What follows belongs to an exercise in optimizing a design on an open flow for small area, a short achievable clock period and few clock cycles per item; a production flow would make more cautious choices.
At most, simulation tests tie the RTL to the original design; equivalence was not proved.
Only the layout flow was run in run 3; the RTL was not checked for function there.

==> flow/design.v (outline; a module is shown in full before it is edited, if it fits) <==
// module mwo_sine_rom: 15 lines
// module mwo_sine_sum: 9 lines
// module mwo_sqm: 167 lines
// module mwo_para: 232 lines
// module mwo_booth: 32 lines
// module mwo_mul_lo: 305 lines
// module mwo_mul_hi: 302 lines
// module mwo_div: 200 lines
// module multi_waveform_oscillator_mixer_core: 263 lines
module multi_waveform_oscillator_mixer_core (
   input  logic        clock,
   input  logic        reset,
   input  logic        req_tvalid,
   output logic        req_tready,
   input  logic [31:0] req_tdata,
   input  logic        req_tlast,
   output logic        rsp_tvalid,
   input  logic        rsp_tready,
   output logic [31:0] rsp_tdata,
   output logic        rsp_tlast,
   input  logic        csr_we,
   input  logic [2:0]  csr_index,
   input  logic [31:0] csr_wdata
);
  // ...
==> flow/run.sh <==
#!/bin/bash
# synth_recipe.tcl (not shown) runs the flow's synth.tcl, then flattens the netlist and writes it again
# the make line also repeats each setting of config.mk as NAME=value (left out here)
make -C /OpenROAD-flow-scripts/flow DESIGN_CONFIG=/design/flow/config.mk WORK_HOME=/design/flow/orfs CLKGATE_MAP_FILE= SYNTH_SCRIPT=/design/flow/synth_recipe.tcl finish
==> flow/config.mk <==
export PLATFORM = sky130hd
export DESIGN_NAME = multi_waveform_oscillator_mixer_core
export DESIGN_NICKNAME = multi_waveform_oscillator_mixer_core
export VERILOG_FILES = /design/flow/design.v
export SDC_FILE = /design/flow/constraint.sdc
export NUM_CORES = 4
export LEC_CHECK = 0
export CAP_MARGIN = 20
export CORE_MARGIN = 2
export CORE_UTILIZATION = 40
export SETUP_SLACK_MARGIN = 5
export SLEW_MARGIN = 20
export SYNTH_MEMORY_MAX_BITS = 32768
==> flow/constraint.sdc <==
create_clock -name core_clock -period 10.0 [get_ports {clock}]
set_input_delay 2.0000 -clock core_clock [delete_from_list [all_inputs] [get_ports {clock}]]
set_output_delay 2.0000 -clock core_clock [all_outputs]
set_load 0.01 [all_outputs]
==> results.yml, run 1 <==
timing:
  setup_viol: 0
  final_hold_viol_count: 0
  tns_ns: 0
routing:
  num_vias: 35700
  topRoutingLayerUsed: "met5"
  drt_wl_total_um: 122200
finish:
  layout_commonest_cell: "inv_1"
  antenna_cells: 2
  nClkBuffers: 60
  fin_area_um2: 46480
  drive_above_1_share_pct: 11.82
  top_register: "out_d"
  regArea_um2: 6731
  finalNonFillerCells: 6325
  seq_cell_count: 310
yosys:
  synth_compound_area_share_pct: 21.20
  post_synth_xor_area_fraction_pct: 9.077
  synthMuxAreaShare_pct: 1.527
critical_path:
  worstSetupEndpoint: "v2_pl[24]"
  regToRegSetupSlack_ns: 5.02
  ff2ff_path_depth: 22
run_status:
  outcome: "no timing/DRC/antenna violations"
clocking:
  cts_max_level: 2
  cts_sinks: 310
  cts_tree: "yes"
global_route:
  antenna_found_initial: 6
place:
  routabilityCongestion: 0.9137
worst_hold_path:
  hp-start: "vol_ff[6]"
floorplanning:
  core_region_area_um2: 99710
  die_w_um: 320.8
Testbench counts, summed over its fixed seeds: cycles 2,400, items 2,048.
==> inputs of run 2 (changes only) <==
--- a/flow/config.mk
+++ b/flow/config.mk
@@ -10,3 +10,3 @@
 export CORE_UTILIZATION = 40
-export SETUP_SLACK_MARGIN = 5
+export SETUP_SLACK_MARGIN = 4.7
 export SLEW_MARGIN = 20
==> results.yml, run 2 <==
finish:
  finalNonFillerCells: 6247
  drive_above_1_share_pct: 7.782
  final_nets: 5751
  largest_reg_flops: 33
  synthToLayoutAreaGrowth_pct: 12.08
  layout_commonest_cell: "inv_1"
  fin_util_pct: 45.12
  fillers: 9816
  mostFrequentLayoutCells: "inv_1, nand2_1, ha_1, a21oi_1, fa_1"
  top_register: "out_d"
floorplanning:
  ioPinCount: 108
  initial_core_util_pct: 40.25
  dieHeight_um: 320.8
  die-area_um2: 102900
  std_cell_rows: 116
  core_region_area_um2: 99710
  die_w_um: 320.8
clocking:
  cts_buffer_depth: 3
  cts_buffers: 38
  cts_max_level: 2
  path_clk_slew_ns: 0.06
  cts_tree: "yes"
  root_buffer: "clkbuf_16"
  cts_sinks: 310
  insertion_delay_ns: 0.60
timing:
  tightest_slew_ns: 1.038
  fin_crit_sh_pct: 51.76
  fin_crit_ns: 5.176
  rsz0062_at_grt: "true"
  setup_ws_ns: 4.824
  relSlewSlack_pct: 30.35
  setup_viol: 0
  fmax_ghz: 0.1932
  hold_slack_ns: 0.4519
  fin_skew_ns: 0.04131
  final_hold_viol_count: 0
  maxSlewViolCount: 0
  tns_ns: 0
critical_path:
  end_kind: "register"
  arrival_ns: 5.63
  critical_path_required_ns: 10.45
  critPathMaxFanout: 9
  path_class: "register to register"
  regToRegSetupSlack_ns: 4.82
  cp-start-kind: "register"
yosys:
  ys_types: 89
  netlist_instances: 4946
  avgSynthCellArea_um2: 8.115
  synthTopCellsByArea: "fa_1, dfxtp_1, ha_1"
  yosysMostFrequentCell: "inv_1"
  synth_warnings: 1
  synth_edf_count: 33
  ys_seq_elements: 310
  yosysSeqAreaShare_pct: 16.28
  ys.flop_type: "dfxtp_1"
  syn-num-nets: 5779
  synth_commonest_cells: "inv_1, nand2_1, ha_1, a21oi_1, fa_1"
  synthArstFlopShare_pct: 0
  synth_top_cell_area_share_pct: 16.21
  yosysTopAreaCell: "fa_1"
  syn_area_um2: 40140
place:
  routabilityCongestion: 0.9216
  dp_slack_ns: 3.624
  port_buffers: 107
  dp_hpwl_um: 88510
  dpl.cell_count: 6110
global_route:
  antenna_found_initial: 6
  grt_pass1_wl_um: 188600
  grt_max_degree: 81
  grt_remaining_overflow: 0
  grt_util_all_layers_pct: 22.69
  grt_pass1_vias: 34160
routing:
  avgRoutedWirePerCell_um: 19.21
  ant_nets: 0
  vias_per_cell: 5.656
  drc: 0
  drt_wl_total_um: 120000
  num_vias: 35330
  dr.pass1.iters: 7
  first_iter_violations: 2961
flow_run:
  cap_violations: 0
run_status:
  outcome: "no timing/DRC/antenna violations"
worst_hold_path:
  min_path_type: "register to register"
## run 2: cell counts after synthesis
Identical to the previous run, type by type.
## run 2: path summary, 6_finish.rpt
check	startpoint	to	cells past startpoint
worst max-delay path	v2_ng[0]	v2_t[21]	19
worst min-delay path	fphase_ff[5]	phase_ff[5]	2
worst max register to register	v2_ng[0]	v2_t[21]	19
worst min register to register	fphase_ff[5]	phase_ff[5]	2
## run 2: timing repair
item	4_1_cts	5_1_grt
hold endpoints to repair	0	0
gates resized for setup	95	140
pin swaps	5	41
setup endpoints to repair	80	81
buffers inserted	12	50
hold buffers	0	0
gates cloned	2	2
## run 2: layout make-up
| cell class | instances | area [um2] | area share, % |
|---|---|---|---|
| Sequential cell | 310 | 6666 | 14.82 |
| Clock buffer | 47 | 1067 | 2.372 |
| Timing Repair Buffer | 232 | 2140 | 4.756 |
| Tap cell | 1298 | 1624 | 3.610 |
| Inverter | 613 | 2342 | 5.207 |
| Clock inverter | 22 | 327.8 | 0.7287 |
| Antenna cell | 2 | 5.005 | 0.01113 |
| Multi-Input combinational cell | 3723 | 30810 | 68.50 |
## run 2: critical path, stage by stage (launching register included)
cell        delay, ns
dfxtp_4          0.42
clkinvlp_4       0.10
buf_4            0.17
xnor2_2          0.14
fa_1             0.50
fa_1             0.54
inv_1            0.05
fa_1             0.45
ha_1             0.33
a21o_1           0.17
a21o_1           0.20
a221o_1          0.34
a2111oi_4        0.45
buf_4            0.18
nor3b_2          0.05
o21ai_2          0.23
a21boi_2         0.11
o31a_1           0.30
nor4_1           0.20
a311oi_1         0.08
## run 2: stage by stage
step | instance area (um2)
final | 44990
after floorplan | 40150
after CTS | 44000
after detailed placement | 42210
after global routing | 44980
after global placement | 42210
## run 2: cells by family (layout without fill, tap and decap cells)
kind of cell / count (synthesis) / in the layout / synth area share (%)
AO/OA/AOI/OAI: 1307 / 1308 / 21.20
AND/OR/NAND/NOR: 1180 / 1180 / 13.44
buffers and inverters: 914 / 914 / 8.660
adder cells (fa/ha/maj): 762 / 762 / 29.82
XOR/XNOR: 416 / 416 / 9.077
flip-flops: 310 / 310 / 16.28
multiplexers: 57 / 57 / 1.527
other: 0 / 2 / 0
## run 2: metal layers
layer / vias up / share of wire (%) / track usage [%]
met4: 4 / 3.0 / 6.833
li1: 16830 / - / -
met3: 229 / 6.6 / 2.959
met2: 1212 / 46 / 36.61
met5: - / 0.017 / 0
met1: 17060 / 44 / 31.58
==> module multi_waveform_oscillator_mixer_core, before the edit <==
module multi_waveform_oscillator_mixer_core (
   input  logic        clock,
   input  logic        reset,
   input  logic        req_tvalid,
   output logic        req_tready,
   input  logic [31:0] req_tdata,
   input  logic        req_tlast,
   output logic        rsp_tvalid,
   input  logic        rsp_tready,
   output logic [31:0] rsp_tdata,
   output logic        rsp_tlast,
   input  logic        csr_we,
   input  logic [2:0]  csr_index,
   input  logic [31:0] csr_wdata
);
   logic [31:0] step_ff;
   logic [2:0]  wave_ff;
   logic        fold_ff;
   logic [15:0] vol_ff;
   logic [6:0]  mix_ff;
   logic [22:0] vm_ff;
   always_ff @(posedge clock) begin
      if (reset) begin
         step_ff <= '0;
         wave_ff <= 3'd1;
         fold_ff <= 1'b0;
         vol_ff  <= '0;
         mix_ff  <= '0;
      end else if (csr_we) begin
         case (csr_index)
            3'd0: step_ff <= csr_wdata;
            3'd1: wave_ff <= csr_wdata[2:0];
            3'd2: fold_ff <= csr_wdata[0];
            3'd3: vol_ff  <= csr_wdata[15:0];
            3'd4: mix_ff  <= csr_wdata[6:0];
            default: begin
            end
         endcase
      end
   end
   logic vmc1_ff;
   logic vmc2_ff;
   logic [31:0] prod_lo;
   logic [38:0] prod;
   always_ff @(posedge clock) begin
      if (reset) begin
         vmc1_ff <= 1'b0;
         vmc2_ff <= 1'b0;
         vm_ff   <= '0;
      end else begin
         vmc1_ff <= csr_we && ((csr_index == 3'd3) || (csr_index == 3'd4));
         vmc2_ff <= vmc1_ff;
         if (vmc1_ff) begin
            vm_ff <= 23'(vol_ff);
         end else if (vmc2_ff) begin
            vm_ff <= prod_lo[22:0];
         end
      end
   end
   logic        restart;
   logic        take;
   logic        o0_v, o1_v, o2_v, o3_v, o4_v, out_v;
   assign req_tready = o4_v && (!out_v || rsp_tready);
   assign take       = req_tvalid && req_tready;
   assign restart    = csr_we || (o4_v && !take);
   always_ff @(posedge clock) begin
      if (reset || restart) begin
         o0_v <= 1'b0;
         o1_v <= 1'b0;
         o2_v <= 1'b0;
         o3_v <= 1'b0;
         o4_v <= 1'b0;
      end else begin
         o0_v <= 1'b1;
         o1_v <= o0_v;
         o2_v <= o1_v;
         o3_v <= o2_v;
         o4_v <= o3_v;
      end
   end
   always_ff @(posedge clock) begin
      if (reset) begin
         out_v <= 1'b0;
      end else if (take) begin
         out_v <= 1'b1;
      end else if (rsp_tready) begin
         out_v <= 1'b0;
      end
   end
   logic [31:0] fphase_ff;
   logic [31:0] phase_ff;
   always_ff @(posedge clock) begin
      if (reset) begin
         fphase_ff <= '0;
      end else if (take) begin
         fphase_ff <= fphase_ff + step_ff;
      end
   end
   always_ff @(posedge clock) begin
      if (reset) begin
         phase_ff <= '0;
      end else if (restart) begin
         phase_ff <= fphase_ff;
      end else begin
         phase_ff <= phase_ff + step_ff;
      end
   end
   logic [14:0] mir;
   logic [10:0] idx;
   assign mir = phase_ff[30] ? 15'd16384 - {1'b0, phase_ff[29:16]}
                             : {1'b0, phase_ff[29:16]};
   assign idx = phase_ff[30] ? 11'd1024 - {1'b0, phase_ff[29:20]}
                             : {1'b0, phase_ff[29:20]};
   logic [14:0] sine;
   logic [28:0] sq;
   logic [14:0] saw_mag;
   logic [28:0] sel0;
   logic        neg0;
   logic [14:0] sine_base;
   logic [4:0]  sine_slope;
   logic [1:0]  sine_resid;
   mwo_sine_rom u_sine_rom (
      .rd_addr (idx),
      .base    (sine_base),
      .slope   (sine_slope),
      .resid   (sine_resid)
   );
   mwo_sqm u_sq (
      .f  (phase_ff[29:16]),
      .q0 (phase_ff[30]),
      .s  (sq)
   );
   assign saw_mag = phase_ff[31] ? {1'b0, phase_ff[30:17]}
                                 : 15'd16384 - {1'b0, phase_ff[30:17]};
   always_comb begin
      case (wave_ff)
         3'd0:    sel0 = sq;
         3'd1:    sel0 = 29'({idx[2:0], sine_resid, sine_slope, sine_base});
         3'd2:    sel0 = (phase_ff[30] || (phase_ff[29:20] != '0)) ? 29'd16384 : 29'd0;
         3'd3:    sel0 = (phase_ff <= 32'h4000_0000) ? 29'd16384 : 29'd0;
         3'd4:    sel0 = 29'(mir);
         3'd5:    sel0 = 29'(saw_mag);
         default: sel0 = '0;
      endcase
   end
   assign neg0 = phase_ff[31] && !fold_ff && (wave_ff != 3'd3);
   logic        v0_neg;
   logic [28:0] v0_sel;
   always_ff @(posedge clock) begin
      v0_neg <= neg0;
      v0_sel <= sel0;
   end
   logic [14:0] para;
   logic [14:0] w1;
   mwo_para u_para (
      .s (v0_sel),
      .w (para)
   );
   mwo_sine_sum u_sine_sum (
      .x     (v0_sel[24:22]),
      .base  (v0_sel[14:0]),
      .slope (v0_sel[19:15]),
      .resid (v0_sel[21:20]),
      .sine  (sine)
   );
   always_comb begin
      case (wave_ff)
         3'd0:    w1 = para;
         3'd1:    w1 = sine;
         default: w1 = v0_sel[14:0];
      endcase
   end
   logic [15:0] v1_x;
   logic        v1_neg;
   logic        v1_kc;
   always_ff @(posedge clock) begin
      if (vmc1_ff) begin
         v1_x   <= 16'(mix_ff);
         v1_neg <= 1'b0;
         v1_kc  <= 1'b0;
      end else begin
         v1_x   <= {v0_neg, w1 ^ {15{v0_neg}}};
         v1_neg <= v0_neg;
         v1_kc  <= 1'b1;
      end
   end
   logic [7:0]  b_one;
   logic [7:0]  b_two;
   logic [7:0]  b_ng;
   mwo_booth u_booth (
      .x   (v1_x),
      .xm1 (v1_neg),
      .one (b_one),
      .two (b_two),
      .ng  (b_ng)
   );
   mwo_mul_lo u_mul_lo (
      .one (b_one[3:0]),
      .two (b_two[3:0]),
      .ng  (b_ng[3:0]),
      .neg (v1_neg),
      .kc  (v1_kc),
      .vm  (vm_ff),
      .pl  (prod_lo)
   );
   logic [31:0] v2_pl;
   logic [3:0]  v2_one;
   logic [3:0]  v2_two;
   logic [3:0]  v2_ng;
   always_ff @(posedge clock) begin
      v2_pl  <= prod_lo;
      v2_one <= b_one[7:4];
      v2_two <= b_two[7:4];
      v2_ng  <= b_ng[7:4];
   end
   mwo_mul_hi u_mul_hi (
      .onh (v2_one),
      .twh (v2_two),
      .ngh (v2_ng),
      .vm  (vm_ff),
      .pl  (v2_pl),
      .p   (prod)
   );
   logic [21:0] v2_t;
   always_ff @(posedge clock) begin
      v2_t <= prod[38:17];
   end
   logic [17:0] osc;
   mwo_div u_div (
      .t   (v2_t),
      .osc (osc)
   );
   logic [17:0] v3_osc;
   always_ff @(posedge clock) begin
      v3_osc <= osc;
   end
   logic signed [17:0] sum_l;
   logic signed [17:0] sum_r;
   logic [15:0] sat_l;
   logic [15:0] sat_r;
   assign sum_l = $signed({{2{req_tdata[15]}}, req_tdata[15:0]}) + $signed(v3_osc);
   assign sum_r = $signed({{2{req_tdata[31]}}, req_tdata[31:16]}) + $signed(v3_osc);
   function automatic logic [15:0] sat16(input logic signed [17:0] v);
      if (v > 18'sd32767) begin
         sat16 = 16'h7FFF;
      end else if (v < -18'sd32768) begin
         sat16 = 16'h8000;
      end else begin
         sat16 = v[15:0];
      end
   endfunction
   assign sat_l = sat16(sum_l);
   assign sat_r = sat16(sum_r);
   logic [32:0] out_d;
   always_ff @(posedge clock) begin
      if (take) begin
         out_d <= {req_tlast, sat_r, sat_l};
      end
   end
   assign rsp_tvalid = out_v;
   assign rsp_tdata  = out_d[31:0];
   assign rsp_tlast  = out_d[32];
endmodule
==> inputs of run 3 (changes only) <==
--- a/flow/design.v
+++ b/flow/design.v
@@ -28,167 +28,142 @@
 endmodule
-module mwo_sqm (
-   input  logic [13:0] f,
-   input  logic        q0,
-   output logic [28:0] s
+module mwo_sq (
+   input  logic [13:0] m,
+   output logic [27:0] s
 );
-   wire [28:0] r0;
-   wire [28:0] r1;
-   wire sm_1 = (f[0] & f[11]) ^ (f[1] & f[10]);
-   wire sm_2 = (f[0] & f[11]) & (f[1] & f[10]);
-   wire sm_3 = (f[0] & f[12]) ^ (f[1] & f[11]);
-   wire sm_4 = (f[0] & f[12]) & (f[1] & f[11]);
-   wire sm_5 = (f[0] & f[13]) ^ (f[1] & f[12]) ^ (f[2] & f[11]);
-   wire sm_6 = ((f[0] & f[13]) & (f[1] & f[12])) | ((f[0] & f[13]) & (f[2] & f[11])) | ((f[1] & f[12]) & (f[2] & f[11]));
-   wire sm_7 = (f[3] & f[10]) ^ (f[4] & f[9]);
-   wire sm_8 = (f[3] & f[10]) & (f[4] & f[9]);
-   wire sm_9 = ~((q0 & f[0])) ^ (f[1] & f[13]) ^ (f[2] & f[12]);
-   wire sm_10 = (~((q0 & f[0])) & (f[1] & f[13])) | (~((q0 & f[0])) & (f[2] & f[12])) | ((f[1] & f[13]) & (f[2] & f[12]));
-   wire sm_11 = (f[3] & f[11]) ^ (f[4] & f[10]) ^ (f[5] & f[9]);
-   wire sm_12 = ((f[3] & f[11]) & (f[4] & f[10])) | ((f[3] & f[11]) & (f[5] & f[9])) | ((f[4] & f[10]) & (f[5] & f[9]));
-   wire sm_13 = ~((q0 & f[1])) ^ (f[2] & f[13]) ^ (f[3] & f[12]);
-   wire sm_14 = (~((q0 & f[1])) & (f[2] & f[13])) | (~((q0 & f[1])) & (f[3] & f[12])) | ((f[2] & f[13]) & (f[3] & f[12]));
-   wire sm_15 = (f[4] & f[11]) ^ (f[5] & f[10]) ^ (f[6] & f[9]);
-   wire sm_16 = ((f[4] & f[11]) & (f[5] & f[10])) | ((f[4] & f[11]) & (f[6] & f[9])) | ((f[5] & f[10]) & (f[6] & f[9]));
-   wire sm_17 = ~((q0 & f[2])) ^ (f[3] & f[13]) ^ (f[4] & f[12]);
-   wire sm_18 = (~((q0 & f[2])) & (f[3] & f[13])) | (~((q0 & f[2])) & (f[4] & f[12])) | ((f[3] & f[13]) & (f[4] & f[12]));
-   wire sm_19 = ~((q0 & f[3])) ^ (f[4] & f[13]) ^ (f[5] & f[12]);
-   wire sm_20 = (~((q0 & f[3])) & (f[4] & f[13])) | (~((q0 & f[3])) & (f[5] & f[12])) | ((f[4] & f[13]) & (f[5] & f[12]));
-   wire sm_21 = (f[0] & f[7]) ^ (f[1] & f[6]);
-   wire sm_22 = (f[0] & f[7]) & (f[1] & f[6]);
-   wire sm_23 = (f[0] & f[8]) ^ (f[1] & f[7]);
-   wire sm_24 = (f[0] & f[8]) & (f[1] & f[7]);
-   wire sm_25 = (f[0] & f[9]) ^ (f[1] & f[8]) ^ (f[2] & f[7]);
-   wire sm_26 = ((f[0] & f[9]) & (f[1] & f[8])) | ((f[0] & f[9]) & (f[2] & f[7])) | ((f[1] & f[8]) & (f[2] & f[7]));
-   wire sm_27 = (f[3] & f[6]) ^ (f[4] & f[5]);
-   wire sm_28 = (f[3] & f[6]) & (f[4] & f[5]);
-   wire sm_29 = (f[0] & f[10]) ^ (f[1] & f[9]) ^ (f[2] & f[8]);
-   wire sm_30 = ((f[0] & f[10]) & (f[1] & f[9])) | ((f[0] & f[10]) & (f[2] & f[8])) | ((f[1] & f[9]) & (f[2] & f[8]));
-   wire sm_31 = (f[3] & f[7]) ^ (f[4] & f[6]);
-   wire sm_32 = (f[3] & f[7]) & (f[4] & f[6]);
-   wire sm_33 = sm_1 ^ (f[2] & f[9]) ^ (f[3] & f[8]);
-   wire sm_34 = (sm_1 & (f[2] & f[9])) | (sm_1 & (f[3] & f[8])) | ((f[2] & f[9]) & (f[3] & f[8]));
-   wire sm_35 = (f[4] & f[7]) ^ (f[5] & f[6]) ^ f[6];
-   wire sm_36 = ((f[4] & f[7]) & (f[5] & f[6])) | ((f[4] & f[7]) & f[6]) | ((f[5] & f[6]) & f[6]);
-   wire sm_37 = sm_2 ^ sm_3 ^ (f[2] & f[10]);
-   wire sm_38 = (sm_2 & sm_3) | (sm_2 & (f[2] & f[10])) | (sm_3 & (f[2] & f[10]));
-   wire sm_39 = (f[3] & f[9]) ^ (f[4] & f[8]) ^ (f[5] & f[7]);
-   wire sm_40 = ((f[3] & f[9]) & (f[4] & f[8])) | ((f[3] & f[9]) & (f[5] & f[7])) | ((f[4] & f[8]) & (f[5] & f[7]));
-   wire sm_41 = sm_4 ^ sm_5 ^ sm_7;
-   wire sm_42 = (sm_4 & sm_5) | (sm_4 & sm_7) | (sm_5 & sm_7);
-   wire sm_43 = (f[5] & f[8]) ^ (f[6] & f[7]) ^ f[7];
-   wire sm_44 = ((f[5] & f[8]) & (f[6] & f[7])) | ((f[5] & f[8]) & f[7]) | ((f[6] & f[7]) & f[7]);
-   wire sm_45 = sm_6 ^ sm_8 ^ sm_9;
-   wire sm_46 = (sm_6 & sm_8) | (sm_6 & sm_9) | (sm_8 & sm_9);
-   wire sm_47 = sm_11 ^ (f[6] & f[8]) ^ 1'b1;
-   wire sm_48 = (sm_11 & (f[6] & f[8])) | (sm_11 & 1'b1) | ((f[6] & f[8]) & 1'b1);
-   wire sm_49 = sm_10 ^ sm_12 ^ sm_13;
-   wire sm_50 = (sm_10 & sm_12) | (sm_10 & sm_13) | (sm_12 & sm_13);
-   wire sm_51 = sm_15 ^ (f[7] & f[8]) ^ f[8];
-   wire sm_52 = (sm_15 & (f[7] & f[8])) | (sm_15 & f[8]) | ((f[7] & f[8]) & f[8]);
-   wire sm_53 = sm_14 ^ sm_16 ^ sm_17;
-   wire sm_54 = (sm_14 & sm_16) | (sm_14 & sm_17) | (sm_16 & sm_17);
-   wire sm_55 = (f[5] & f[11]) ^ (f[6] & f[10]) ^ (f[7] & f[9]);
-   wire sm_56 = ((f[5] & f[11]) & (f[6] & f[10])) | ((f[5] & f[11]) & (f[7] & f[9])) | ((f[6] & f[10]) & (f[7] & f[9]));
-   wire sm_57 = sm_18 ^ sm_19 ^ (f[6] & f[11]);
-   wire sm_58 = (sm_18 & sm_19) | (sm_18 & (f[6] & f[11])) | (sm_19 & (f[6] & f[11]));
-   wire sm_59 = (f[7] & f[10]) ^ (f[8] & f[9]) ^ f[9];
-   wire sm_60 = ((f[7] & f[10]) & (f[8] & f[9])) | ((f[7] & f[10]) & f[9]) | ((f[8] & f[9]) & f[9]);
-   wire sm_61 = sm_20 ^ ~((q0 & f[4])) ^ (f[5] & f[13]);
-   wire sm_62 = (sm_20 & ~((q0 & f[4]))) | (sm_20 & (f[5] & f[13])) | (~((q0 & f[4])) & (f[5] & f[13]));
-   wire sm_63 = (f[6] & f[12]) ^ (f[7] & f[11]) ^ (f[8] & f[10]);
-   wire sm_64 = ((f[6] & f[12]) & (f[7] & f[11])) | ((f[6] & f[12]) & (f[8] & f[10])) | ((f[7] & f[11]) & (f[8] & f[10]));
-   wire sm_65 = ~((q0 & f[5])) ^ (f[6] & f[13]) ^ (f[7] & f[12]);
-   wire sm_66 = (~((q0 & f[5])) & (f[6] & f[13])) | (~((q0 & f[5])) & (f[7] & f[12])) | ((f[6] & f[13]) & (f[7] & f[12]));
-   wire sm_67 = (f[8] & f[11]) ^ (f[9] & f[10]) ^ f[10];
-   wire sm_68 = ((f[8] & f[11]) & (f[9] & f[10])) | ((f[8] & f[11]) & f[10]) | ((f[9] & f[10]) & f[10]);
-   wire sm_69 = ~((q0 & f[6])) ^ (f[7] & f[13]) ^ (f[8] & f[12]);
-   wire sm_70 = (~((q0 & f[6])) & (f[7] & f[13])) | (~((q0 & f[6])) & (f[8] & f[12])) | ((f[7] & f[13]) & (f[8] & f[12]));
-   wire sm_71 = ~((q0 & f[7])) ^ (f[8] & f[13]) ^ (f[9] & f[12]);
-   wire sm_72 = (~((q0 & f[7])) & (f[8] & f[13])) | (~((q0 & f[7])) & (f[9] & f[12])) | ((f[8] & f[13]) & (f[9] & f[12]));
-   wire sm_73 = (f[0] & f[5]) ^ (f[1] & f[4]);
-   wire sm_74 = (f[0] & f[5]) & (f[1] & f[4]);
-   wire sm_75 = (f[0] & f[6]) ^ (f[1] & f[5]);
-   wire sm_76 = (f[0] & f[6]) & (f[1] & f[5]);
-   wire sm_77 = sm_21 ^ (f[2] & f[5]) ^ (f[3] & f[4]);
-   wire sm_78 = (sm_21 & (f[2] & f[5])) | (sm_21 & (f[3] & f[4])) | ((f[2] & f[5]) & (f[3] & f[4]));
-   wire sm_79 = sm_22 ^ sm_23 ^ (f[2] & f[6]);
-   wire sm_80 = (sm_22 & sm_23) | (sm_22 & (f[2] & f[6])) | (sm_23 & (f[2] & f[6]));
-   wire sm_81 = sm_24 ^ sm_25 ^ sm_27;
-   wire sm_82 = (sm_24 & sm_25) | (sm_24 & sm_27) | (sm_25 & sm_27);
-   wire sm_83 = sm_26 ^ sm_28 ^ sm_29;
-   wire sm_84 = (sm_26 & sm_28) | (sm_26 & sm_29) | (sm_28 & sm_29);
-   wire sm_85 = sm_30 ^ sm_32 ^ sm_33;
-   wire sm_86 = (sm_30 & sm_32) | (sm_30 & sm_33) | (sm_32 & sm_33);
-   wire sm_87 = sm_34 ^ sm_36 ^ sm_37;
-   wire sm_88 = (sm_34 & sm_36) | (sm_34 & sm_37) | (sm_36 & sm_37);
-   wire sm_89 = sm_38 ^ sm_40 ^ sm_41;
-   wire sm_90 = (sm_38 & sm_40) | (sm_38 & sm_41) | (sm_40 & sm_41);
-   wire sm_91 = sm_42 ^ sm_44 ^ sm_45;
-   wire sm_92 = (sm_42 & sm_44) | (sm_42 & sm_45) | (sm_44 & sm_45);
-   wire sm_93 = sm_46 ^ sm_48 ^ sm_49;
-   wire sm_94 = (sm_46 & sm_48) | (sm_46 & sm_49) | (sm_48 & sm_49);
-   wire sm_95 = sm_50 ^ sm_52 ^ sm_53;
-   wire sm_96 = (sm_50 & sm_52) | (sm_50 & sm_53) | (sm_52 & sm_53);
-   wire sm_97 = sm_54 ^ sm_56 ^ sm_57;
-   wire sm_98 = (sm_54 & sm_56) | (sm_54 & sm_57) | (sm_56 & sm_57);
-   wire sm_99 = sm_58 ^ sm_60 ^ sm_61;
-   wire sm_100 = (sm_58 & sm_60) | (sm_58 & sm_61) | (sm_60 & sm_61);
-   wire sm_101 = sm_62 ^ sm_64 ^ sm_65;
-   wire sm_102 = (sm_62 & sm_64) | (sm_62 & sm_65) | (sm_64 & sm_65);
-   wire sm_103 = sm_66 ^ sm_68 ^ sm_69;
-   wire sm_104 = (sm_66 & sm_68) | (sm_66 & sm_69) | (sm_68 & sm_69);
-   wire sm_105 = sm_70 ^ sm_71 ^ (f[10] & f[11]);
-   wire sm_106 = (sm_70 & sm_71) | (sm_70 & (f[10] & f[11])) | (sm_71 & (f[10] & f[11]));
-   wire sm_107 = sm_72 ^ ~((q0 & f[8])) ^ (f[9] & f[13]);
-   wire sm_108 = (sm_72 & ~((q0 & f[8]))) | (sm_72 & (f[9] & f[13])) | (~((q0 & f[8])) & (f[9] & f[13]));
-   wire sm_109 = ~((q0 & f[9])) ^ (f[10] & f[13]) ^ (f[11] & f[12]);
-   wire sm_110 = (~((q0 & f[9])) & (f[10] & f[13])) | (~((q0 & f[9])) & (f[11] & f[12])) | ((f[10] & f[13]) & (f[11] & f[12]));
-   wire sm_111 = (f[0] & f[3]) ^ (f[1] & f[2]);
-   wire sm_112 = (f[0] & f[3]) & (f[1] & f[2]);
-   wire sm_113 = (f[0] & f[4]) ^ (f[1] & f[3]);
-   wire sm_114 = (f[0] & f[4]) & (f[1] & f[3]);
-   wire sm_115 = sm_73 ^ (f[2] & f[3]) ^ f[3];
-   wire sm_116 = (sm_73 & (f[2] & f[3])) | (sm_73 & f[3]) | ((f[2] & f[3]) & f[3]);
-   wire sm_117 = sm_74 ^ sm_75 ^ (f[2] & f[4]);
-   wire sm_118 = (sm_74 & sm_75) | (sm_74 & (f[2] & f[4])) | (sm_75 & (f[2] & f[4]));
-   wire sm_119 = sm_76 ^ sm_77 ^ f[4];
-   wire sm_120 = (sm_76 & sm_77) | (sm_76 & f[4]) | (sm_77 & f[4]);
-   wire sm_121 = sm_78 ^ sm_79 ^ (f[3] & f[5]);
-   wire sm_122 = (sm_78 & sm_79) | (sm_78 & (f[3] & f[5])) | (sm_79 & (f[3] & f[5]));
-   wire sm_123 = sm_80 ^ sm_81 ^ f[5];
-   wire sm_124 = (sm_80 & sm_81) | (sm_80 & f[5]) | (sm_81 & f[5]);
-   wire sm_125 = sm_82 ^ sm_83 ^ sm_31;
-   wire sm_126 = (sm_82 & sm_83) | (sm_82 & sm_31) | (sm_83 & sm_31);
-   wire sm_127 = sm_84 ^ sm_85 ^ sm_35;
-   wire sm_128 = (sm_84 & sm_85) | (sm_84 & sm_35) | (sm_85 & sm_35);
-   wire sm_129 = sm_86 ^ sm_87 ^ sm_39;
-   wire sm_130 = (sm_86 & sm_87) | (sm_86 & sm_39) | (sm_87 & sm_39);
-   wire sm_131 = sm_88 ^ sm_89 ^ sm_43;
-   wire sm_132 = (sm_88 & sm_89) | (sm_88 & sm_43) | (sm_89 & sm_43);
-   wire sm_133 = sm_90 ^ sm_91 ^ sm_47;
-   wire sm_134 = (sm_90 & sm_91) | (sm_90 & sm_47) | (sm_91 & sm_47);
-   wire sm_135 = sm_92 ^ sm_93 ^ sm_51;
-   wire sm_136 = (sm_92 & sm_93) | (sm_92 & sm_51) | (sm_93 & sm_51);
-   wire sm_137 = sm_94 ^ sm_95 ^ sm_55;
-   wire sm_138 = (sm_94 & sm_95) | (sm_94 & sm_55) | (sm_95 & sm_55);
-   wire sm_139 = sm_96 ^ sm_97 ^ sm_59;
-   wire sm_140 = (sm_96 & sm_97) | (sm_96 & sm_59) | (sm_97 & sm_59);
-   wire sm_141 = sm_98 ^ sm_99 ^ sm_63;
-   wire sm_142 = (sm_98 & sm_99) | (sm_98 & sm_63) | (sm_99 & sm_63);
-   wire sm_143 = sm_100 ^ sm_101 ^ sm_67;
-   wire sm_144 = (sm_100 & sm_101) | (sm_100 & sm_67) | (sm_101 & sm_67);
-   wire sm_145 = sm_102 ^ sm_103 ^ (f[9] & f[11]);
-   wire sm_146 = (sm_102 & sm_103) | (sm_102 & (f[9] & f[11])) | (sm_103 & (f[9] & f[11]));
-   wire sm_147 = sm_104 ^ sm_105 ^ f[11];
-   wire sm_148 = (sm_104 & sm_105) | (sm_104 & f[11]) | (sm_105 & f[11]);
-   wire sm_149 = sm_106 ^ sm_107 ^ (f[10] & f[12]);
-   wire sm_150 = (sm_106 & sm_107) | (sm_106 & (f[10] & f[12])) | (sm_107 & (f[10] & f[12]));
-   wire sm_151 = sm_108 ^ sm_109 ^ f[12];
-   wire sm_152 = (sm_108 & sm_109) | (sm_108 & f[12]) | (sm_109 & f[12]);
-   wire sm_153 = sm_110 ^ ~((q0 & f[10])) ^ (f[11] & f[13]);
-   wire sm_154 = (sm_110 & ~((q0 & f[10]))) | (sm_110 & (f[11] & f[13])) | (~((q0 & f[10])) & (f[11] & f[13]));
-   wire sm_155 = ~((q0 & f[11])) ^ (f[12] & f[13]) ^ f[13];
-   wire sm_156 = (~((q0 & f[11])) & (f[12] & f[13])) | (~((q0 & f[11])) & f[13]) | ((f[12] & f[13]) & f[13]);
-   assign r0 = {~((q0 & f[13])), sm_156, sm_154, sm_152, sm_150, sm_148, sm_146, sm_144, sm_142, sm_140, sm_138, sm_136, sm_134, sm_132, sm_130, sm_128, sm_126, sm_124, sm_122, sm_120, sm_118, sm_116, sm_114, sm_112, sm_111, (f[0] & f[2]), (f[0] & f[1]), 1'b0, f[0]};
-   assign r1 = {q0, ~((q0 & f[12])), sm_155, sm_153, sm_151, sm_149, sm_147, sm_145, sm_143, sm_141, sm_139, sm_137, sm_135, sm_133, sm_131, sm_129, sm_127, sm_125, sm_123, sm_121, sm_119, sm_117, sm_115, sm_113, f[2], 1'b0, f[1], 1'b0, 1'b0};
+   wire [27:0] r0;
+   wire [27:0] r1;
+   wire sq_1 = (m[0] & m[11]) ^ (m[1] & m[10]);
+   wire sq_2 = (m[0] & m[11]) & (m[1] & m[10]);
+   wire sq_3 = (m[0] & m[12]) ^ (m[1] & m[11]);
+   wire sq_4 = (m[0] & m[12]) & (m[1] & m[11]);
+   wire sq_5 = (m[0] & m[13]) ^ (m[1] & m[12]) ^ (m[2] & m[11]);
+   wire sq_6 = ((m[0] & m[13]) & (m[1] & m[12])) | ((m[0] & m[13]) & (m[2] & m[11])) | ((m[1] & m[12]) & (m[2] & m[11]));
+   wire sq_7 = (m[3] & m[10]) ^ (m[4] & m[9]);
+   wire sq_8 = (m[3] & m[10]) & (m[4] & m[9]);
+   wire sq_9 = (m[1] & m[13]) ^ (m[2] & m[12]) ^ (m[3] & m[11]);
+   wire sq_10 = ((m[1] & m[13]) & (m[2] & m[12])) | ((m[1] & m[13]) & (m[3] & m[11])) | ((m[2] & m[12]) & (m[3] & m[11]));
+   wire sq_11 = (m[2] & m[13]) ^ (m[3] & m[12]) ^ (m[4] & m[11]);
+   wire sq_12 = ((m[2] & m[13]) & (m[3] & m[12])) | ((m[2] & m[13]) & (m[4] & m[11])) | ((m[3] & m[12]) & (m[4] & m[11]));
+   wire sq_13 = (m[0] & m[7]) ^ (m[1] & m[6]);
+   wire sq_14 = (m[0] & m[7]) & (m[1] & m[6]);
+   wire sq_15 = (m[0] & m[8]) ^ (m[1] & m[7]);
+   wire sq_16 = (m[0] & m[8]) & (m[1] & m[7]);
+   wire sq_17 = (m[0] & m[9]) ^ (m[1] & m[8]) ^ (m[2] & m[7]);
+   wire sq_18 = ((m[0] & m[9]) & (m[1] & m[8])) | ((m[0] & m[9]) & (m[2] & m[7])) | ((m[1] & m[8]) & (m[2] & m[7]));
+   wire sq_19 = (m[3] & m[6]) ^ (m[4] & m[5]);
+   wire sq_20 = (m[3] & m[6]) & (m[4] & m[5]);
+   wire sq_21 = (m[0] & m[10]) ^ (m[1] & m[9]) ^ (m[2] & m[8]);
+   wire sq_22 = ((m[0] & m[10]) & (m[1] & m[9])) | ((m[0] & m[10]) & (m[2] & m[8])) | ((m[1] & m[9]) & (m[2] & m[8]));
+   wire sq_23 = (m[3] & m[7]) ^ (m[4] & m[6]);
+   wire sq_24 = (m[3] & m[7]) & (m[4] & m[6]);
+   wire sq_25 = sq_1 ^ (m[2] & m[9]) ^ (m[3] & m[8]);
+   wire sq_26 = (sq_1 & (m[2] & m[9])) | (sq_1 & (m[3] & m[8])) | ((m[2] & m[9]) & (m[3] & m[8]));
+   wire sq_27 = (m[4] & m[7]) ^ (m[5] & m[6]) ^ m[6];
+   wire sq_28 = ((m[4] & m[7]) & (m[5] & m[6])) | ((m[4] & m[7]) & m[6]) | ((m[5] & m[6]) & m[6]);
+   wire sq_29 = sq_2 ^ sq_3 ^ (m[2] & m[10]);
+   wire sq_30 = (sq_2 & sq_3) | (sq_2 & (m[2] & m[10])) | (sq_3 & (m[2] & m[10]));
+   wire sq_31 = (m[3] & m[9]) ^ (m[4] & m[8]) ^ (m[5] & m[7]);
+   wire sq_32 = ((m[3] & m[9]) & (m[4] & m[8])) | ((m[3] & m[9]) & (m[5] & m[7])) | ((m[4] & m[8]) & (m[5] & m[7]));
+   wire sq_33 = sq_4 ^ sq_5 ^ sq_7;
+   wire sq_34 = (sq_4 & sq_5) | (sq_4 & sq_7) | (sq_5 & sq_7);
+   wire sq_35 = (m[5] & m[8]) ^ (m[6] & m[7]) ^ m[7];
+   wire sq_36 = ((m[5] & m[8]) & (m[6] & m[7])) | ((m[5] & m[8]) & m[7]) | ((m[6] & m[7]) & m[7]);
+   wire sq_37 = sq_6 ^ sq_8 ^ sq_9;
+   wire sq_38 = (sq_6 & sq_8) | (sq_6 & sq_9) | (sq_8 & sq_9);
+   wire sq_39 = (m[4] & m[10]) ^ (m[5] & m[9]) ^ (m[6] & m[8]);
+   wire sq_40 = ((m[4] & m[10]) & (m[5] & m[9])) | ((m[4] & m[10]) & (m[6] & m[8])) | ((m[5] & m[9]) & (m[6] & m[8]));
+   wire sq_41 = sq_10 ^ sq_11 ^ (m[5] & m[10]);
+   wire sq_42 = (sq_10 & sq_11) | (sq_10 & (m[5] & m[10])) | (sq_11 & (m[5] & m[10]));
+   wire sq_43 = (m[6] & m[9]) ^ (m[7] & m[8]) ^ m[8];
+   wire sq_44 = ((m[6] & m[9]) & (m[7] & m[8])) | ((m[6] & m[9]) & m[8]) | ((m[7] & m[8]) & m[8]);
+   wire sq_45 = sq_12 ^ (m[3] & m[13]) ^ (m[4] & m[12]);
+   wire sq_46 = (sq_12 & (m[3] & m[13])) | (sq_12 & (m[4] & m[12])) | ((m[3] & m[13]) & (m[4] & m[12]));
+   wire sq_47 = (m[5] & m[11]) ^ (m[6] & m[10]) ^ (m[7] & m[9]);
+   wire sq_48 = ((m[5] & m[11]) & (m[6] & m[10])) | ((m[5] & m[11]) & (m[7] & m[9])) | ((m[6] & m[10]) & (m[7] & m[9]));
+   wire sq_49 = (m[4] & m[13]) ^ (m[5] & m[12]) ^ (m[6] & m[11]);
+   wire sq_50 = ((m[4] & m[13]) & (m[5] & m[12])) | ((m[4] & m[13]) & (m[6] & m[11])) | ((m[5] & m[12]) & (m[6] & m[11]));
+   wire sq_51 = (m[7] & m[10]) ^ (m[8] & m[9]) ^ m[9];
+   wire sq_52 = ((m[7] & m[10]) & (m[8] & m[9])) | ((m[7] & m[10]) & m[9]) | ((m[8] & m[9]) & m[9]);
+   wire sq_53 = (m[5] & m[13]) ^ (m[6] & m[12]) ^ (m[7] & m[11]);
+   wire sq_54 = ((m[5] & m[13]) & (m[6] & m[12])) | ((m[5] & m[13]) & (m[7] & m[11])) | ((m[6] & m[12]) & (m[7] & m[11]));
+   wire sq_55 = (m[6] & m[13]) ^ (m[7] & m[12]) ^ (m[8] & m[11]);
+   wire sq_56 = ((m[6] & m[13]) & (m[7] & m[12])) | ((m[6] & m[13]) & (m[8] & m[11])) | ((m[7] & m[12]) & (m[8] & m[11]));
+   wire sq_57 = (m[0] & m[5]) ^ (m[1] & m[4]);
+   wire sq_58 = (m[0] & m[5]) & (m[1] & m[4]);
+   wire sq_59 = (m[0] & m[6]) ^ (m[1] & m[5]);
+   wire sq_60 = (m[0] & m[6]) & (m[1] & m[5]);
+   wire sq_61 = sq_13 ^ (m[2] & m[5]) ^ (m[3] & m[4]);
+   wire sq_62 = (sq_13 & (m[2] & m[5])) | (sq_13 & (m[3] & m[4])) | ((m[2] & m[5]) & (m[3] & m[4]));
+   wire sq_63 = sq_14 ^ sq_15 ^ (m[2] & m[6]);
+   wire sq_64 = (sq_14 & sq_15) | (sq_14 & (m[2] & m[6])) | (sq_15 & (m[2] & m[6]));
+   wire sq_65 = sq_16 ^ sq_17 ^ sq_19;
+   wire sq_66 = (sq_16 & sq_17) | (sq_16 & sq_19) | (sq_17 & sq_19);
+   wire sq_67 = sq_18 ^ sq_20 ^ sq_21;
+   wire sq_68 = (sq_18 & sq_20) | (sq_18 & sq_21) | (sq_20 & sq_21);
+   wire sq_69 = sq_22 ^ sq_24 ^ sq_25;
+   wire sq_70 = (sq_22 & sq_24) | (sq_22 & sq_25) | (sq_24 & sq_25);
+   wire sq_71 = sq_26 ^ sq_28 ^ sq_29;
+   wire sq_72 = (sq_26 & sq_28) | (sq_26 & sq_29) | (sq_28 & sq_29);
+   wire sq_73 = sq_30 ^ sq_32 ^ sq_33;
+   wire sq_74 = (sq_30 & sq_32) | (sq_30 & sq_33) | (sq_32 & sq_33);
+   wire sq_75 = sq_34 ^ sq_36 ^ sq_37;
+   wire sq_76 = (sq_34 & sq_36) | (sq_34 & sq_37) | (sq_36 & sq_37);
+   wire sq_77 = sq_38 ^ sq_40 ^ sq_41;
+   wire sq_78 = (sq_38 & sq_40) | (sq_38 & sq_41) | (sq_40 & sq_41);
+   wire sq_79 = sq_42 ^ sq_44 ^ sq_45;
+   wire sq_80 = (sq_42 & sq_44) | (sq_42 & sq_45) | (sq_44 & sq_45);
+   wire sq_81 = sq_46 ^ sq_48 ^ sq_49;
+   wire sq_82 = (sq_46 & sq_48) | (sq_46 & sq_49) | (sq_48 & sq_49);
+   wire sq_83 = sq_50 ^ sq_52 ^ sq_53;
+   wire sq_84 = (sq_50 & sq_52) | (sq_50 & sq_53) | (sq_52 & sq_53);
+   wire sq_85 = sq_54 ^ sq_55 ^ (m[9] & m[10]);
+   wire sq_86 = (sq_54 & sq_55) | (sq_54 & (m[9] & m[10])) | (sq_55 & (m[9] & m[10]));
+   wire sq_87 = sq_56 ^ (m[7] & m[13]) ^ (m[8] & m[12]);
+   wire sq_88 = (sq_56 & (m[7] & m[13])) | (sq_56 & (m[8] & m[12])) | ((m[7] & m[13]) & (m[8] & m[12]));
+   wire sq_89 = (m[8] & m[13]) ^ (m[9] & m[12]) ^ (m[10] & m[11]);
+   wire sq_90 = ((m[8] & m[13]) & (m[9] & m[12])) | ((m[8] & m[13]) & (m[10] & m[11])) | ((m[9] & m[12]) & (m[10] & m[11]));
+   wire sq_91 = (m[0] & m[3]) ^ (m[1] & m[2]);
+   wire sq_92 = (m[0] & m[3]) & (m[1] & m[2]);
+   wire sq_93 = (m[0] & m[4]) ^ (m[1] & m[3]);
+   wire sq_94 = (m[0] & m[4]) & (m[1] & m[3]);
+   wire sq_95 = sq_57 ^ (m[2] & m[3]) ^ m[3];
+   wire sq_96 = (sq_57 & (m[2] & m[3])) | (sq_57 & m[3]) | ((m[2] & m[3]) & m[3]);
+   wire sq_97 = sq_58 ^ sq_59 ^ (m[2] & m[4]);
+   wire sq_98 = (sq_58 & sq_59) | (sq_58 & (m[2] & m[4])) | (sq_59 & (m[2] & m[4]));
+   wire sq_99 = sq_60 ^ sq_61 ^ m[4];
+   wire sq_100 = (sq_60 & sq_61) | (sq_60 & m[4]) | (sq_61 & m[4]);
+   wire sq_101 = sq_62 ^ sq_63 ^ (m[3] & m[5]);
+   wire sq_102 = (sq_62 & sq_63) | (sq_62 & (m[3] & m[5])) | (sq_63 & (m[3] & m[5]));
+   wire sq_103 = sq_64 ^ sq_65 ^ m[5];
+   wire sq_104 = (sq_64 & sq_65) | (sq_64 & m[5]) | (sq_65 & m[5]);
+   wire sq_105 = sq_66 ^ sq_67 ^ sq_23;
+   wire sq_106 = (sq_66 & sq_67) | (sq_66 & sq_23) | (sq_67 & sq_23);
+   wire sq_107 = sq_68 ^ sq_69 ^ sq_27;
+   wire sq_108 = (sq_68 & sq_69) | (sq_68 & sq_27) | (sq_69 & sq_27);
+   wire sq_109 = sq_70 ^ sq_71 ^ sq_31;
+   wire sq_110 = (sq_70 & sq_71) | (sq_70 & sq_31) | (sq_71 & sq_31);
+   wire sq_111 = sq_72 ^ sq_73 ^ sq_35;
+   wire sq_112 = (sq_72 & sq_73) | (sq_72 & sq_35) | (sq_73 & sq_35);
+   wire sq_113 = sq_74 ^ sq_75 ^ sq_39;
+   wire sq_114 = (sq_74 & sq_75) | (sq_74 & sq_39) | (sq_75 & sq_39);
+   wire sq_115 = sq_76 ^ sq_77 ^ sq_43;
+   wire sq_116 = (sq_76 & sq_77) | (sq_76 & sq_43) | (sq_77 & sq_43);
+   wire sq_117 = sq_78 ^ sq_79 ^ sq_47;
+   wire sq_118 = (sq_78 & sq_79) | (sq_78 & sq_47) | (sq_79 & sq_47);
+   wire sq_119 = sq_80 ^ sq_81 ^ sq_51;
+   wire sq_120 = (sq_80 & sq_81) | (sq_80 & sq_51) | (sq_81 & sq_51);
+   wire sq_121 = sq_82 ^ sq_83 ^ (m[8] & m[10]);
+   wire sq_122 = (sq_82 & sq_83) | (sq_82 & (m[8] & m[10])) | (sq_83 & (m[8] & m[10]));
+   wire sq_123 = sq_84 ^ sq_85 ^ m[10];
+   wire sq_124 = (sq_84 & sq_85) | (sq_84 & m[10]) | (sq_85 & m[10]);
+   wire sq_125 = sq_86 ^ sq_87 ^ (m[9] & m[11]);
+   wire sq_126 = (sq_86 & sq_87) | (sq_86 & (m[9] & m[11])) | (sq_87 & (m[9] & m[11]));
+   wire sq_127 = sq_88 ^ sq_89 ^ m[11];
+   wire sq_128 = (sq_88 & sq_89) | (sq_88 & m[11]) | (sq_89 & m[11]);
+   wire sq_129 = sq_90 ^ (m[9] & m[13]) ^ (m[10] & m[12]);
+   wire sq_130 = (sq_90 & (m[9] & m[13])) | (sq_90 & (m[10] & m[12])) | ((m[9] & m[13]) & (m[10] & m[12]));
+   wire sq_131 = (m[10] & m[13]) ^ (m[11] & m[12]) ^ m[12];
+   wire sq_132 = ((m[10] & m[13]) & (m[11] & m[12])) | ((m[10] & m[13]) & m[12]) | ((m[11] & m[12]) & m[12]);
+   assign r0 = {1'b0, (m[12] & m[13]), sq_132, sq_130, sq_128, sq_126, sq_124, sq_122, sq_120, sq_118, sq_116, sq_114, sq_112, sq_110, sq_108, sq_106, sq_104, sq_102, sq_100, sq_98, sq_96, sq_94, sq_92, sq_91, (m[0] & m[2]), (m[0] & m[1]), 1'b0, m[0]};
+   assign r1 = {1'b0, m[13], (m[11] & m[13]), sq_131, sq_129, sq_127, sq_125, sq_123, sq_121, sq_119, sq_117, sq_115, sq_113, sq_111, sq_109, sq_107, sq_105, sq_103, sq_101, sq_99, sq_97, sq_95, sq_93, m[2], 1'b0, m[1], 1'b0, 1'b0};
    assign s = r0 + r1;
@@ -1325,3 +1300,3 @@
    end
-   logic        restart;
+   logic        oadv;
    logic        take;
@@ -1330,5 +1305,5 @@
    assign take       = req_tvalid && req_tready;
-   assign restart    = csr_we || (o4_v && !take);
+   assign oadv       = !o4_v || take;
    always_ff @(posedge clock) begin
-      if (reset || restart) begin
+      if (reset || csr_we) begin
          o0_v <= 1'b0;
@@ -1338,3 +1313,3 @@
          o4_v <= 1'b0;
-      end else begin
+      end else if (oadv) begin
          o0_v <= 1'b1;
@@ -1364,2 +1339,6 @@
    end
+   logic [31:0] phase_nx;
+   logic [14:0] mir_ff;
+   logic [10:0] idx_ff;
+   assign phase_nx = csr_we ? fphase_ff : phase_ff + step_ff;
    always_ff @(posedge clock) begin
@@ -1367,14 +1346,12 @@
          phase_ff <= '0;
-      end else if (restart) begin
-         phase_ff <= fphase_ff;
-      end else begin
-         phase_ff <= phase_ff + step_ff;
+         mir_ff   <= '0;
+         idx_ff   <= '0;
+      end else if (csr_we || oadv) begin
+         phase_ff <= phase_nx;
+         mir_ff   <= phase_nx[30] ? 15'd16384 - {1'b0, phase_nx[29:16]}
+                                  : {1'b0, phase_nx[29:16]};
+         idx_ff   <= phase_nx[30] ? 11'd1024 - {1'b0, phase_nx[29:20]}
+                                  : {1'b0, phase_nx[29:20]};
       end
    end
-   logic [14:0] mir;
-   logic [10:0] idx;
-   assign mir = phase_ff[30] ? 15'd16384 - {1'b0, phase_ff[29:16]}
-                             : {1'b0, phase_ff[29:16]};
-   assign idx = phase_ff[30] ? 11'd1024 - {1'b0, phase_ff[29:20]}
-                             : {1'b0, phase_ff[29:20]};
    logic [14:0] sine;
@@ -1388,3 +1365,3 @@
    mwo_sine_rom u_sine_rom (
-      .rd_addr (idx),
+      .rd_addr (idx_ff),
       .base    (sine_base),
@@ -1393,7 +1370,8 @@
    );
-   mwo_sqm u_sq (
-      .f  (phase_ff[29:16]),
-      .q0 (phase_ff[30]),
-      .s  (sq)
+   logic [27:0] sq14;
+   mwo_sq u_sq (
+      .m (mir_ff[13:0]),
+      .s (sq14)
    );
+   assign sq = {mir_ff[14], sq14};
    assign saw_mag = phase_ff[31] ? {1'b0, phase_ff[30:17]}
@@ -1403,6 +1381,6 @@
          3'd0:    sel0 = sq;
-         3'd1:    sel0 = 29'({idx[2:0], sine_resid, sine_slope, sine_base});
+         3'd1:    sel0 = 29'({idx_ff[2:0], sine_resid, sine_slope, sine_base});
          3'd2:    sel0 = (phase_ff[30] || (phase_ff[29:20] != '0)) ? 29'd16384 : 29'd0;
          3'd3:    sel0 = (phase_ff <= 32'h4000_0000) ? 29'd16384 : 29'd0;
-         3'd4:    sel0 = 29'(mir);
+         3'd4:    sel0 = 29'(mir_ff);
          3'd5:    sel0 = 29'(saw_mag);
@@ -1415,4 +1393,6 @@
    always_ff @(posedge clock) begin
-      v0_neg <= neg0;
-      v0_sel <= sel0;
+      if (oadv) begin
+         v0_neg <= neg0;
+         v0_sel <= sel0;
+      end
    end
@@ -1438,16 +1418,4 @@
    end
-   logic [15:0] v1_x;
-   logic        v1_neg;
-   logic        v1_kc;
-   always_ff @(posedge clock) begin
-      if (vmc1_ff) begin
-         v1_x   <= 16'(mix_ff);
-         v1_neg <= 1'b0;
-         v1_kc  <= 1'b0;
-      end else begin
-         v1_x   <= {v0_neg, w1 ^ {15{v0_neg}}};
-         v1_neg <= v0_neg;
-         v1_kc  <= 1'b1;
-      end
-   end
+   logic [15:0] bx;
+   logic        bxm1;
    logic [7:0]  b_one;
@@ -1455,5 +1423,7 @@
    logic [7:0]  b_ng;
+   assign bx   = vmc1_ff ? 16'(mix_ff) : {v0_neg, w1 ^ {15{v0_neg}}};
+   assign bxm1 = !vmc1_ff && v0_neg;
    mwo_booth u_booth (
-      .x   (v1_x),
-      .xm1 (v1_neg),
+      .x   (bx),
+      .xm1 (bxm1),
       .one (b_one),
@@ -1462,6 +1432,20 @@
    );
+   logic        v1_neg;
+   logic        v1_kc;
+   logic [7:0]  v1_one;
+   logic [7:0]  v1_two;
+   logic [7:0]  v1_ng;
+   always_ff @(posedge clock) begin
+      if (vmc1_ff || oadv) begin
+         v1_neg <= bxm1;
+         v1_kc  <= !vmc1_ff;
+         v1_one <= b_one;
+         v1_two <= b_two;
+         v1_ng  <= b_ng;
+      end
+   end
    mwo_mul_lo u_mul_lo (
-      .one (b_one[3:0]),
-      .two (b_two[3:0]),
-      .ng  (b_ng[3:0]),
+      .one (v1_one[3:0]),
+      .two (v1_two[3:0]),
+      .ng  (v1_ng[3:0]),
       .neg (v1_neg),
@@ -1476,6 +1460,8 @@
    always_ff @(posedge clock) begin
-      v2_pl  <= prod_lo;
-      v2_one <= b_one[7:4];
-      v2_two <= b_two[7:4];
-      v2_ng  <= b_ng[7:4];
+      if (oadv) begin
+         v2_pl  <= prod_lo;
+         v2_one <= v1_one[7:4];
+         v2_two <= v1_two[7:4];
+         v2_ng  <= v1_ng[7:4];
+      end
    end
@@ -1491,3 +1477,5 @@
    always_ff @(posedge clock) begin
-      v2_t <= prod[38:17];
+      if (oadv) begin
+         v2_t <= prod[38:17];
+      end
    end
@@ -1500,3 +1488,5 @@
    always_ff @(posedge clock) begin
-      v3_osc <= osc;
+      if (oadv) begin
+         v3_osc <= osc;
+      end
    end
--- a/flow/config.mk
+++ b/flow/config.mk
@@ -10,3 +10,3 @@
 export CORE_UTILIZATION = 40
-export SETUP_SLACK_MARGIN = 4.7
+export SETUP_SLACK_MARGIN = 5
 export SLEW_MARGIN = 20
==> results.yml, run 3 <==
global_route:
  grt_max_degree: 86
  grt_pass1_wl_um: 208600
  grt_pass1_vias: 36420
  grt_remaining_overflow: 0
  antenna_found_initial: 4
  grt_util_all_layers_pct: 23.91
flow_run:
  cap_violations: 0
timing:
  tns_ns: 0
  tightest_slew_ns: 1.000
  final_hold_viol_count: 0
  setup_viol: 0
  rsz0062_at_grt: "true"
  fin_skew_ns: 0.05548
  maxSlewViolCount: 0
  fin_crit_sh_pct: 56.54
  fin_crit_ns: 5.654
  relSlewSlack_pct: 33.04
  fmax_ghz: 0.1769
  setup_ws_ns: 4.346
routing:
  dr.pass1.iters: 6
  first_iter_violations: 3287
  drc: 0
  num_vias: 37580
  vias_per_cell: 5.693
  ant_nets: 0
  drt_wl_total_um: 133800
  avgRoutedWirePerCell_um: 20.27
yosys:
  yosysTopAreaCell: "fa_1"
  ys_types: 97
  syn_area_um2: 42700
  yosysSeqAreaShare_pct: 19.95
  avgSynthCellArea_um2: 8.379
  ys.flop_type: "dfxtp_1"
  syn-num-nets: 5911
  yosysMostFrequentCell: "inv_1"
  synth_edf_count: 165
  netlist_instances: 5096
  synthTopCellsByArea: "fa_1, ha_1, edfxtp_1"
  synth_commonest_cells: "inv_1, nand2_1, ha_1, a21oi_1, nor2_1"
  synthArstFlopShare_pct: 0
  synth_warnings: 1
  synth_top_cell_area_share_pct: 14.77
  ys_seq_elements: 343
critical_path:
  path_class: "register to register"
  cp-start-kind: "register"
  critPathMaxFanout: 2
  critPathMaxStageDelay_ns: 0.57
  ff2ff_path_depth: 20
  arrival_ns: 6.01
  cp_slowest_cell: "fa_1"
  path_cells: "inv_2 -> fa_1 -> inv_2 -> fa_1 -> inv_2 -> fa_1 -> fa_1 -> inv_2 -> ha_4 -> and3_4 -> a211oi_2 -> o221ai_2 -> a211o_2 -> a221o_2 -> a311oi_2 -> o21bai_1 -> xor2_1 -> a21oi_2 -> mux2_4 -> ha_4"
  critical_path_required_ns: 10.36
  end_kind: "register"
clocking:
  cts_sinks: 343
  insertion_delay_ns: 0.60
  cts_buffers: 42
  root_buffer: "clkbuf_16"
  cts_tree: "yes"
  cts_buffer_depth: 3
  cts_max_level: 2
  path_clk_slew_ns: 0.06
finish:
  largest_reg_flops: 33
  final_nets: 5990
  synthToLayoutAreaGrowth_pct: 15.78
  top_register: "out_d"
  layout_commonest_cell: "inv_1"
  mostFrequentLayoutCells: "inv_1, nand2_1, ha_1, a21oi_1, nor2_1"
  drive_above_1_share_pct: 12.27
place:
  dp_slack_ns: 3.846
  dp_hpwl_um: 95820
  port_buffers: 107
  routabilityCongestion: 0.9454
floorplanning:
  die-area_um2: 109400
  initial_core_util_pct: 40.45
  dieHeight_um: 330.7
  std_cell_rows: 119
  ioPinCount: 108
  die_w_um: 330.7
  core_region_area_um2: 105600
worst_hold_path:
  hold_depth: 0
  min_path_type: "register to register"
run_status:
  outcome: "no timing/DRC/antenna violations"
## run 3: cell types whose count changed in the layout (fill, tap and decap cells not counted), moves of 27 or more
cell	previous run	this run
nor2_1	299	372
buf_4	106	191
a21o_1	105	133
dfxtp_1	219	140
inv_1	596	560
a21oi_1	343	378
edfxtp_1	33	165
o21ai_0	224	188
ha_1	422	395
## run 3: worst paths after layout
path | from | slack [ns] | to
worst max-delay path | v0_sel[17] | 4.35 | v1_one[7]
worst min-delay path | v1_two[6] | 0.42 | v2_two[2]
worst max register to register | v0_sel[17] | 4.35 | v1_one[7]
worst min register to register | v1_two[6] | 0.42 | v2_two[2]
## run 3: through the flow
step / area, um2 / hold WS, ns / instances / utilization, %
finish: 49440 / 0.4210 / 6601 / 46.83
global route: 49440 / 0.4262 / 6599 / 46.83
CTS: 47810 / 0.4223 / 6522 / 45.29
detailed placement: 44820 / 0.4081 / 6340 / 42.45
global placement: 44800 / 0.4059 / 6339 / 42.44
floorplan: 42820 / 0.4003 / 5096 / -
## run 3: what timing repair did
item,CTS,global route
endpoints found under the hold margin,0,0
gates resized for setup,172,212
gates cloned,2,3
hold buffers,0,0
setup buffers,103,74
pin swaps,54,157
endpoints found under the setup margin,206,123
## run 3: final cells by class
class / count / area [um2]
fillers: 10140 / 56120
multi-input cells: 3862 / 32360
flip-flops and latches: 343 / 8608
repair buffers: 339 / 3063
inverters: 587 / 2241
well taps: 1391 / 1740
clock buffers: 51 / 1150
clock inverters: 26 / 272.8
diodes: 2 / 5.005
## run 3: logic make-up (layout without fill, tap and decap cells)
logic type / after synthesis / in the layout / synth area share (%)
xor+xnor: 411 / 411 / 8.430
flops: 343 / 343 / 19.95
fa+ha+maj: 745 / 745 / 27.35
other cells: 0 / 2 / 0
buf+inv: 893 / 1003 / 7.920
compound gates: 1384 / 1386 / 21.30
mux: 61 / 61 / 1.620
simple gates: 1259 / 1259 / 13.43
## run 3: critical path, delay by kind of cell (launching register included)
family | cells | cell delay (ns)
adder cells (fa/ha/maj) | 6 | 2.48
AO/OA/AOI/OAI | 7 | 1.76
flip-flops | 1 | 0.38
multiplexers | 1 | 0.33
buffers and inverters | 4 | 0.20
XOR/XNOR | 1 | 0.16
AND/OR/NAND/NOR | 1 | 0.15
## run 3: routing by layer
metal  track usage [%]  wire length, um  vias up
li1                  -                -    17760
met1             33.05            59040    18310
met2             39.48            62710     1289
met3             2.342             8039      226
met4             7.092             4047        0
met5                 0                0        -

port drivers added, routing unchanged:
In the flow no input, the clock included, has a driving cell. The finished layouts below were timed again as built, in two steps.
Step 1, drivers: a clkbuf_16 drives clock and a buf_2 each remaining input, both assumed.
Step 2 also shifts input and output timing later by t, the mid clock arrival at the registers, as if the neighbouring blocks saw the same clock.
a / b / c = no drivers / after step 1 / after step 2; a / b = the first two.
run	shift t [ns]	setup WS [ns]	latest minus earliest clock arrival (ns)	worst slew at a driven data input, ns	pins driven straight from the clock port
run 1	0.619	5.024 / 5.024 / 4.520	0.025 / 0.024	0.17	1
run 2	0.630	4.824 / 4.824 / 4.257	0.048 / 0.048	0.15	1
run 3	0.635	4.346 / 4.346 / 4.346	0.056 / 0.056	0.19	1
After both steps every run listed still meets setup and hold. The setup slack of run 2, which loses most, moves by 0.000 ns with the drivers and by -0.567 ns with both steps.
